This design comes from an exercise in tuning for small area, a short achievable clock period and few clock cycles per item on the open sky130 flow, not from production work.
Only simulation tests tie the RTL to the original design; equivalence was not proved.
No activity file was given, so power comes from the tool's default toggle rates.

lane 1:
Design anc_top, start of the top module:
module anc_top
(
    input  logic                clk,
    input  logic                rstn,
    input  logic                head_flag,
    input  anc_pkg::frame_in_t  frame,
    output anc_pkg::sample_t    dout,
    output logic                frame_done
);
    logic              rst_q1;
    logic              rst_q2;
    logic              srstn;
    logic [10:0]       ph;
    logic              active;
    logic              wz;
    logic [6:0]        ubo, ubt, ubn;
    logic [6:0]        fbo, fbt, fbn;
    logic [13:0]       pa_n;
    logic [13:0]       pb_n;
    anc_pkg::sample_t  err_a;
    anc_pkg::sample_t  err_b;
    always_ff @(posedge clk or negedge rstn)
    begin
        if (!rstn)
        begin
            rst_q1 <= 1'b0;
            rst_q2 <= 1'b0;
        end
        else
        begin
            rst_q1 <= 1'b1;
            rst_q2 <= rst_q1;
        end
    end
    assign srstn = rst_q2;
    anc_sequencer i_sequencer (
        .clk        (clk),
        .rstn       (rstn),
  ...
export LEC_CHECK = 0
export CAP_MARGIN = 20
export CORE_MARGIN = 2
export CORE_UTILIZATION = 70
export CTS_CLUSTER_DIAMETER = 90
export CTS_CLUSTER_SIZE = 27
export SLEW_MARGIN = 20
create_clock -name core_clock -period 13.0 [get_ports {clk}]
standard.sh (not shown) runs the stock make flow with config.mk's settings and CLKGATE_MAP_FILE= SYNTH_SCRIPT=/design/flow/synth_recipe.tcl, a recipe that flattens the netlist after the stock synthesis.
==> flow/flow/run.sh <==
#!/bin/bash
set -euo pipefail
bash standard.sh SETUP_SLACK_MARGIN=9.3 "BUFFER_PORTS_ARGS=-buffer_cell sky130_fd_sc_hd__buf_2" finish > run_make.log 2>&1
Testbench counts of lane 1, summed over its fixed seeds: cycles 35,200, frames 3,200.
diff inputs: lane 1 => lane 2
# lane 1
export LEC_CHECK = 0
export CAP_MARGIN = 20
export CORE_MARGIN = 2
export CORE_UTILIZATION = 70
export CTS_CLUSTER_DIAMETER = 90
export CTS_CLUSTER_SIZE = 27
export SLEW_MARGIN = 20
create_clock -name core_clock -period 13.0 [get_ports {clk}]
# lane 2
export LEC_CHECK = 0
export CAP_MARGIN = 20
export CORE_MARGIN = 2
export CORE_UTILIZATION = 40
export CTS_CLUSTER_DIAMETER = 80
export CTS_CLUSTER_SIZE = 24
export SLEW_MARGIN = 20
create_clock -name core_clock -period 13.0 [get_ports {clk}]
==> flow/flow/run.sh <==
#!/bin/bash
set -euo pipefail
bash standard.sh SETUP_SLACK_MARGIN=9.25 finish > run_make.log 2>&1
--- outcome ---
Lane 2 | stages: all done | timing, DRC, antenna: all pass. The higher static leakage came out of lane 2. Against lane 1, routed wirelength normalized by instance count in lane 2 fell by a few percent. Length of routed met2 wiring: lane 2 > lane 1. Global-route wire length before repair, lane 1 and lane 2: smaller value in lane 1. Total instance count after detailed placement on lane 2 is up relative to lane 1. Lower final period utilization goes to lane 1 over lane 2.


== run 1 ==
Another version of the RTL of anc_top (not shown whole).
Size: about 5,400 cells after synthesis, about 1,100 flip-flops, about 0.058 mm^2 of cells after synthesis.
==> flow/config.mk <==
export PLATFORM = sky130hd
export DESIGN_NAME = anc_top
export DESIGN_NICKNAME = anc_top
export VERILOG_FILES = /design/flow/design.v
export SDC_FILE = /design/flow/constraint.sdc
export NUM_CORES = 4
export LEC_CHECK = 0
export CAP_MARGIN = 20
export CORE_MARGIN = 2
export CORE_UTILIZATION = 40
export CTS_CLUSTER_DIAMETER = 100
export CTS_CLUSTER_SIZE = 30
export SLEW_MARGIN = 20
==> flow/constraint.sdc <==
create_clock -name core_clock -period 13.0 [get_ports {clk}]
set_input_delay 2.6000 -clock core_clock [delete_from_list [all_inputs] [get_ports {clk}]]
set_output_delay 2.6000 -clock core_clock [all_outputs]
set_load 0.01 [all_outputs]
==> flow/flow/run.sh <==
#!/bin/bash
set -euo pipefail
bash standard.sh SETUP_SLACK_MARGIN=9.5 finish > run_make.log 2>&1
Run 1: no failed stages, no open violations at the end
Testbench counts of run 1, summed over its fixed seeds: cycles 35,192, frames 3,200.
Setup changes, run 1 to run 2
- CTS_CLUSTER_SIZE no longer set, was 30
- CTS_CLUSTER_DIAMETER no longer set, was 100
==> flow/flow/run.sh <==
#!/bin/bash
set -euo pipefail
bash standard.sh SETUP_SLACK_MARGIN=9.4 finish > run_make.log 2>&1
Compared with run 1, in run 2 power +15%, post-route cell area up 1.7%, number of buffers created by CTS picked up an extra 120%, share of total power in combinational logic fell 4.5 points.
On share of the clock period used by the worst path: between run 2 and run 1, it ends up higher for run 2.
From run 2 to run 1, logic depth of the worst setup path including buffers did not move at all.
Flip-flop and latch count: run 1 vs run 2 identical
Changes observed in run 2 relative to run 1: first-pass GRT wire length now sits higher; relative max-transition margin lower; met2 routed wirelength now smaller.
Relative to run 2, the following input files were edited for run 3:
- changing CORE_UTILIZATION from 40 to 60
==> flow/flow/run.sh <==
#!/bin/bash
set -euo pipefail
bash standard.sh SETUP_SLACK_MARGIN=9.5 finish > run_make.log 2>&1
### Flow results
- Run 3 against run 2; count of clock-buffer cells in the layout is up slightly.
- The sequential fraction of total cell area of run 2 and that of run 3 are within noise of each other.
- Comparing part of the power in the clock network for run 3 and run 2, the smaller number came from run 3.
- Number of global-route vias before repair, run 3 vs run 2: down slightly
- [run 3] worst hold slack rose 4.6 ps relative to run 2
- Between run 2 and run 3, the flow reports per-cell via count in the routed design increasing by more than 10%.
- Comparing fraction of met2 tracks used by global routing for run 3 and run 2, the smaller number came from run 2.


== maple ==
RTL: one of the versions met above, not the one the previous note started from.
Size in the first run: roughly 60 I/O pins, about 57,000 um2 of cells after synthesis.
## anc_top
module anc_top
(
    input  logic                clk,
    input  logic                rstn,
    input  logic                head_flag,
    input  anc_pkg::frame_in_t  frame,
    output anc_pkg::sample_t    dout,
    output logic                frame_done
);
==> flow/config.mk <==
export PLATFORM = sky130hd
export DESIGN_NAME = anc_top
export DESIGN_NICKNAME = anc_top
export VERILOG_FILES = /design/flow/design.v
export SDC_FILE = /design/flow/constraint.sdc
export NUM_CORES = 4
export LEC_CHECK = 0
export CAP_MARGIN = 20
export CORE_MARGIN = 2
export CORE_UTILIZATION = 70
export CTS_CLUSTER_DIAMETER = 80
export CTS_CLUSTER_SIZE = 24
export SLEW_MARGIN = 20
==> flow/constraint.sdc <==
create_clock -name core_clock -period 13.0 [get_ports {clk}]
set_input_delay 2.6000 -clock core_clock [delete_from_list [all_inputs] [get_ports {clk}]]
set_output_delay 2.6000 -clock core_clock [all_outputs]
set_load 0.01 [all_outputs]
==> flow/flow/run.sh <==
#!/bin/bash
set -euo pipefail
bash standard.sh SETUP_SLACK_MARGIN=9.25 "BUFFER_PORTS_ARGS=-buffer_cell sky130_fd_sc_hd__buf_2" finish > run_make.log 2>&1
Testbench counts of maple, summed over its fixed seeds: cycles 35,200, frames 3,200.
Edits applied to the flow inputs when going from maple to indigo:
Settings: CORE_UTILIZATION now 60, was 70.
Findings:
indigo closes out successfully: all stages finished, all timing, DRC and antenna checks passed. Taking maple as the reference, in indigo met3 wirelength from detailed routing went down about 8%, total chip power went up about 3%. Per the comparison of indigo with maple, worst hold margin decreased by 0.0039 ns relative to the old numbers; total setup buffers inserted after CTS increased by 5 relative to the old numbers. Run comparison: maple startpoint of the worst setup timing path dout[7]$_DFFE_PN0P_; indigo startpoint of the worst setup timing path dout[8]$_DFFE_PN0P_.


## main
RTL: one of the versions met above, not the one the previous note started from.
Size in the first run: ~5400 cells after synthesis, about 1100 flip-flops, roughly 60 I/O pins, about 0.058 mm^2 of cells after synthesis.
Settings: LEC_CHECK=0, CAP_MARGIN=20, CORE_MARGIN=2, CORE_UTILIZATION=40, SLEW_MARGIN=20; clock period 13.0 ns.
run.sh (not shown) runs the stock make flow with config.mk's settings and CLKGATE_MAP_FILE= SYNTH_SCRIPT=/design/flow/synth_recipe.tcl, a recipe that flattens the netlist after the stock synthesis.
Stock flow here: none of the scripts above is used.
Testbench counts of main, summed over its fixed seeds: cycles 35,192, frames 3,200.
## Diff of input files: the feature branch against main
# main
export LEC_CHECK = 0
export CAP_MARGIN = 20
export CORE_MARGIN = 2
export CORE_UTILIZATION = 40
export SLEW_MARGIN = 20
create_clock -name core_clock -period 13.0 [get_ports {clk}]
# the feature branch
export LEC_CHECK = 0
export ABC_AREA = 1
export CAP_MARGIN = 20
export CORE_MARGIN = 2
export CORE_UTILIZATION = 40
export CTS_CLUSTER_DIAMETER = 100
export CTS_CLUSTER_SIZE = 30
export SLEW_MARGIN = 20
create_clock -name core_clock -period 13.0 [get_ports {clk}]
==> flow/flow/run.sh (new file) <==
#!/bin/bash
set -euo pipefail
bash standard.sh SETUP_SLACK_MARGIN=9.2 finish > run_make.log 2>&1
==> flow/standard.sh (new file) <==
#!/bin/bash
# synth_recipe.tcl (not shown) runs the flow's synth.tcl, then flattens the netlist and writes it again
# the make line also repeats each setting of config.mk as NAME=value (left out here)
make -C /OpenROAD-flow-scripts/flow DESIGN_CONFIG=/design/flow/config.mk WORK_HOME=/design/flow/orfs CLKGATE_MAP_FILE= SYNTH_SCRIPT=/design/flow/synth_recipe.tcl "${@:-finish}"
removed: flow/run.sh
Notes after the runs:
Compared to main, the feature branch has relative slew slack 0.52 points lower. On combinational share of power, the higher figure sits with the feature branch, not main. Global routing met1 resource utilization: higher on the feature branch.

-- re-timing with driven ports --
No port has a modelled driver above. Below, the same layouts with a new extraction and two added sets of constraints.
Step 1 sets driving cells, clkbuf_16 on the clock port and buf_2 on the other inputs (assumed; they add their load-dependent delay and slew).
Step 2, shift: input delay + t, output delay - t, t = (earliest + latest rising clock arrival at the registers) / 2. This alone moves slack from input paths to output paths.
Three values: no drivers, after step 1, after step 2; two values: the first two.
run | shift t [ns] | slack for setup (ns) | worst setup path after step 2
lane 1 | 0.722 | 9.187 / 9.121 / 9.256 | register to register
lane 2 | 0.767 | 9.110 / 9.032 / 8.798 | input to register
run 1 | 0.779 | 9.096 / 9.024 / 8.781 | input to register
run 2 | 0.820 | 9.065 / 8.989 / 8.637 | input to register
run 3 | 0.765 | 9.157 / 9.083 / 8.798 | input to register
maple | 0.730 | 9.188 / 9.119 / 9.256 | register to register
indigo | 0.731 | 9.172 / 9.098 / 8.757 | input to register
main | 0.834 | 8.536 / 8.511 / 8.536 | register to register
the feature branch | 0.774 | 9.042 / 8.961 / 8.711 | input to register
After both steps setup and hold are still met in every run listed. For run 2, which loses most, drivers alone change the setup slack by -0.076 ns; drivers and shift together by -0.428 ns.
